This design comes from an exercise in tuning for small area and a short achievable clock period on the open sky130 flow, not from production work. In this exercise RTL edits were held to simulation tests only and were not proved equivalent to the original. Power figures rest on the tool's default switching activity, not on a simulated workload.

## raven
// btb_sat
module btb_sat #(
   parameter int ENTRIES  = 8,
   parameter int IDX_W    = 3,
   parameter int PC_W     = 32,
   parameter int CNT_W    = 2,
   parameter int CNT_INIT = 2
) (
   input  logic            clk,
   input  logic            reset,
   input  logic [PC_W-1:0] pc_in,
   output logic            hit,
   output logic            token,
   output logic [PC_W-1:0] next_pc_out,
   input  logic            is_req_pc,
   input  logic [PC_W-1:0] req_pc,
   input  logic [PC_W-1:0] predict_target,
   input  logic            req_taken,
   input  logic            flush
);
Size: roughly 1700 cells after synthesis, roughly 530 flip-flops, ~140 I/O pins, ~0.025 sq mm of cells after synthesis.
Settings: LEC_CHECK=0, ABC_CLOCK_PERIOD_IN_PS=4000, CAP_MARGIN=20, CORE_MARGIN=2, CORE_UTILIZATION=65, SETUP_SLACK_MARGIN=2.5, SLEW_MARGIN=20; clock period 8.0 ns.
standard.sh (not shown) runs the stock make flow with config.mk's settings and CLKGATE_MAP_FILE= SYNTH_SCRIPT=/design/flow/synth_recipe.tcl, a recipe that flattens the netlist after the stock synthesis.
==> flow/flow/run.sh <==
#!/bin/bash
set -euo pipefail
export BUFFER_PORTS_ARGS="-buffer_cell sky130_fd_sc_hd__buf_2"
export CTS_ARGS="-sink_clustering_enable -repair_clock_nets -dont_use_dummy_load -sink_clustering_size 20 -sink_clustering_max_diameter 80"
bash standard.sh > standard.log 2>&1
Relative to raven, the following input files were edited for garnet:
- CORE_UTILIZATION changed from 65 to 40
- SETUP_SLACK_MARGIN changed from 2.5 to 3.0
==> flow/run.sh (new file) <==
#!/bin/bash
# synth_recipe.tcl (not shown) runs the flow's synth.tcl, then flattens the netlist and writes it again
# the make line also repeats each setting of config.mk as NAME=value (left out here)
make -C /OpenROAD-flow-scripts/flow DESIGN_CONFIG=/design/flow/config.mk WORK_HOME=/design/flow/orfs CLKGATE_MAP_FILE= SYNTH_SCRIPT=/design/flow/synth_recipe.tcl finish
removed: flow/flow/run.sh
removed: flow/standard.sh
### Flow results
A capture point of the critical path of next_pc_out[2] is what raven shows, while next_pc_out[29] belongs to garnet.
In garnet, the power consumption came out 1.1 mW above the value in raven.
Register share of the cell area: garnet lower than raven
In garnet, global routing usage on met2 is lower than in raven.
Setup changes, garnet to violet
- CORE_UTILIZATION now 65, was 40
Results
Area: violet vs garnet -> violet smaller. For the worst hold slack, violet came in 0.0059 ns lower than garnet did. Going from garnet to violet, area of combinational cells with multiple inputs fell 110 sq um; met3 usage rose 5.9 points. violet: flow completed, timing, DRC and antenna clean. Changes observed in violet relative to garnet: number of clock buffers inserted by TritonCTS went down, worst setup slack went down 0.016 ns. The final standard cell count with taps included and fillers excluded in violet was lower than what garnet gave.
Setup changes, violet to indigo
- swapping 3.0 for 2.5 in SETUP_SLACK_MARGIN
- putting CORE_ASPECT_RATIO at 0.5 where nothing was set
==> flow/flow/run.sh (new file) <==
#!/bin/bash
set -euo pipefail
export BUFFER_PORTS_ARGS="-buffer_cell sky130_fd_sc_hd__buf_2"
export CTS_ARGS="-sink_clustering_enable -repair_clock_nets -dont_use_dummy_load -sink_clustering_size 25 -sink_clustering_max_diameter 90"
PLATFORM_DONT_USE="sky130_fd_sc_hd__probe_p_8 sky130_fd_sc_hd__probec_p_8 sky130_fd_sc_hd__lpflow_bleeder_1 sky130_fd_sc_hd__lpflow_clkbufkapwr_1 sky130_fd_sc_hd__lpflow_clkbufkapwr_16 sky130_fd_sc_hd__lpflow_clkbufkapwr_2 sky130_fd_sc_hd__lpflow_clkbufkapwr_4 sky130_fd_sc_hd__lpflow_clkbufkapwr_8 sky130_fd_sc_hd__lpflow_clkinvkapwr_1 sky130_fd_sc_hd__lpflow_clkinvkapwr_16 sky130_fd_sc_hd__lpflow_clkinvkapwr_2 sky130_fd_sc_hd__lpflow_clkinvkapwr_4 sky130_fd_sc_hd__lpflow_clkinvkapwr_8 sky130_fd_sc_hd__lpflow_decapkapwr_12 sky130_fd_sc_hd__lpflow_decapkapwr_3 sky130_fd_sc_hd__lpflow_decapkapwr_4 sky130_fd_sc_hd__lpflow_decapkapwr_6 sky130_fd_sc_hd__lpflow_decapkapwr_8 sky130_fd_sc_hd__lpflow_inputiso0n_1 sky130_fd_sc_hd__lpflow_inputiso0p_1 sky130_fd_sc_hd__lpflow_inputiso1n_1 sky130_fd_sc_hd__lpflow_inputiso1p_1 sky130_fd_sc_hd__lpflow_inputisolatch_1 sky130_fd_sc_hd__lpflow_isobufsrc_1 sky130_fd_sc_hd__lpflow_isobufsrc_16 sky130_fd_sc_hd__lpflow_isobufsrc_2 sky130_fd_sc_hd__lpflow_isobufsrc_4 sky130_fd_sc_hd__lpflow_isobufsrc_8 sky130_fd_sc_hd__lpflow_isobufsrckapwr_16 sky130_fd_sc_hd__lpflow_lsbuf_lh_hl_isowell_tap_1 sky130_fd_sc_hd__lpflow_lsbuf_lh_hl_isowell_tap_2 sky130_fd_sc_hd__lpflow_lsbuf_lh_hl_isowell_tap_4 sky130_fd_sc_hd__lpflow_lsbuf_lh_isowell_4 sky130_fd_sc_hd__lpflow_lsbuf_lh_isowell_tap_1 sky130_fd_sc_hd__lpflow_lsbuf_lh_isowell_tap_2 sky130_fd_sc_hd__lpflow_lsbuf_lh_isowell_tap_4"
EXTRA_DONT_USE="sky130_fd_sc_hd__nor4_1 sky130_fd_sc_hd__nor4_2 sky130_fd_sc_hd__nor4_4 sky130_fd_sc_hd__nor4b_1 sky130_fd_sc_hd__nor4b_2 sky130_fd_sc_hd__nor4b_4 sky130_fd_sc_hd__nor4bb_1 sky130_fd_sc_hd__nor4bb_2 sky130_fd_sc_hd__nor4bb_4"
bash standard.sh "DONT_USE_CELLS=$PLATFORM_DONT_USE $EXTRA_DONT_USE" finish > standard.log 2>&1
==> flow/standard.sh (new file) <==
#!/bin/bash
# synth_recipe.tcl (not shown) runs the flow's synth.tcl, then flattens the netlist and writes it again
# the make line also repeats each setting of config.mk as NAME=value (left out here)
make -C /OpenROAD-flow-scripts/flow DESIGN_CONFIG=/design/flow/config.mk WORK_HOME=/design/flow/orfs CLKGATE_MAP_FILE= SYNTH_SCRIPT=/design/flow/synth_recipe.tcl "${@:-finish}"
removed: flow/run.sh
Results
Of the two values seen for worst setup path startpoint, pc_in[7] was produced by indigo and pc_in[15] by violet.
indigo vs violet on synthesized netlist net count: indigo is the lower one.
The higher maximum frequency from static timing analysis came out of indigo.
indigo ends up with lower portion of the layout cell area used by clock cells than violet does.
Delta (indigo minus violet): count of clock-buffer cells in the layout fell about 60%, global-route wire length before repair fell about 5%, number of vias after detailed routing fell about 5%, clock network fraction of total power fell 12 points.
Final area delta (indigo − violet): favourable
As far as number of synthesized register bits is concerned, violet and indigo perform about the same.
[compare] base=violet new=indigo: worst setup slack rose by 0.21 ns; instance area after placement now sits lower.
The following lists how yarrow was set up differently from indigo:
- SETUP_SLACK_MARGIN now 3.0, was 2.5
- CORE_ASPECT_RATIO no longer set, was 0.5
- GPL_ROUTABILITY_DRIVEN now 0, previously not set
==> flow/flow/run.sh <==
#!/bin/bash
set -euo pipefail
export BUFFER_PORTS_ARGS="-buffer_cell sky130_fd_sc_hd__buf_2"
export CTS_ARGS="-sink_clustering_enable -repair_clock_nets -dont_use_dummy_load -sink_clustering_size 20 -sink_clustering_max_diameter 80"
bash standard.sh > standard.log 2>&1
==> run summary <==
- From indigo to yarrow the numbers moved as follows: wire length -about 1.6%; detailed route wirelength on metal3 -about 12%; final worst-path setup slack -0.43 ns; sequential share of cell area -3.2 points; total power +0.12 mW.
- indigo → yarrow: area fraction in and, or, nand and nor cells after synthesis now sits at about the same level; post-synthesis to final-layout area growth now sits higher; power consumed by combinational cells now sits higher.
- Comparing yarrow with indigo, the required time at the endpoint of the critical path came out essentially unchanged.
- yarrow vs. indigo: site row count up 42%; overall die area moved down.

## separate check: timing with driven ports
How much do the figures lean on ideal ports? The routed layouts below were timed once more, with nothing changed but the port constraints.
Step 1 assumes that a clkbuf_16 drives the clock port and a buf_2 every other input.
Step 2, shift: input delay + t, output delay - t, t = (earliest + latest rising clock arrival at the registers) / 2. This alone moves slack from input paths to output paths.
Slacks: no drivers / after step 1 / after step 2; pairs: no drivers / after step 1.
run	t (ns)	setup slack, ns	clock arrival spread, ns	cell pins on the clock port's net
raven	0.622	2.391 / 2.333 / 2.183	0.054 / 0.054	1
garnet	0.686	2.177 / 2.131 / 2.131	0.053 / 0.053	1
violet	0.670	2.161 / 2.131 / 2.131	0.022 / 0.022	1
indigo	0.653	2.373 / 2.340 / 2.025	0.048 / 0.048	1
yarrow	0.655	1.943 / 1.840 / 1.840	0.051 / 0.051	1
After both steps every run listed still meets setup and hold. The setup slack of indigo, which loses most, moves by -0.033 ns with the drivers and by -0.348 ns with both steps.
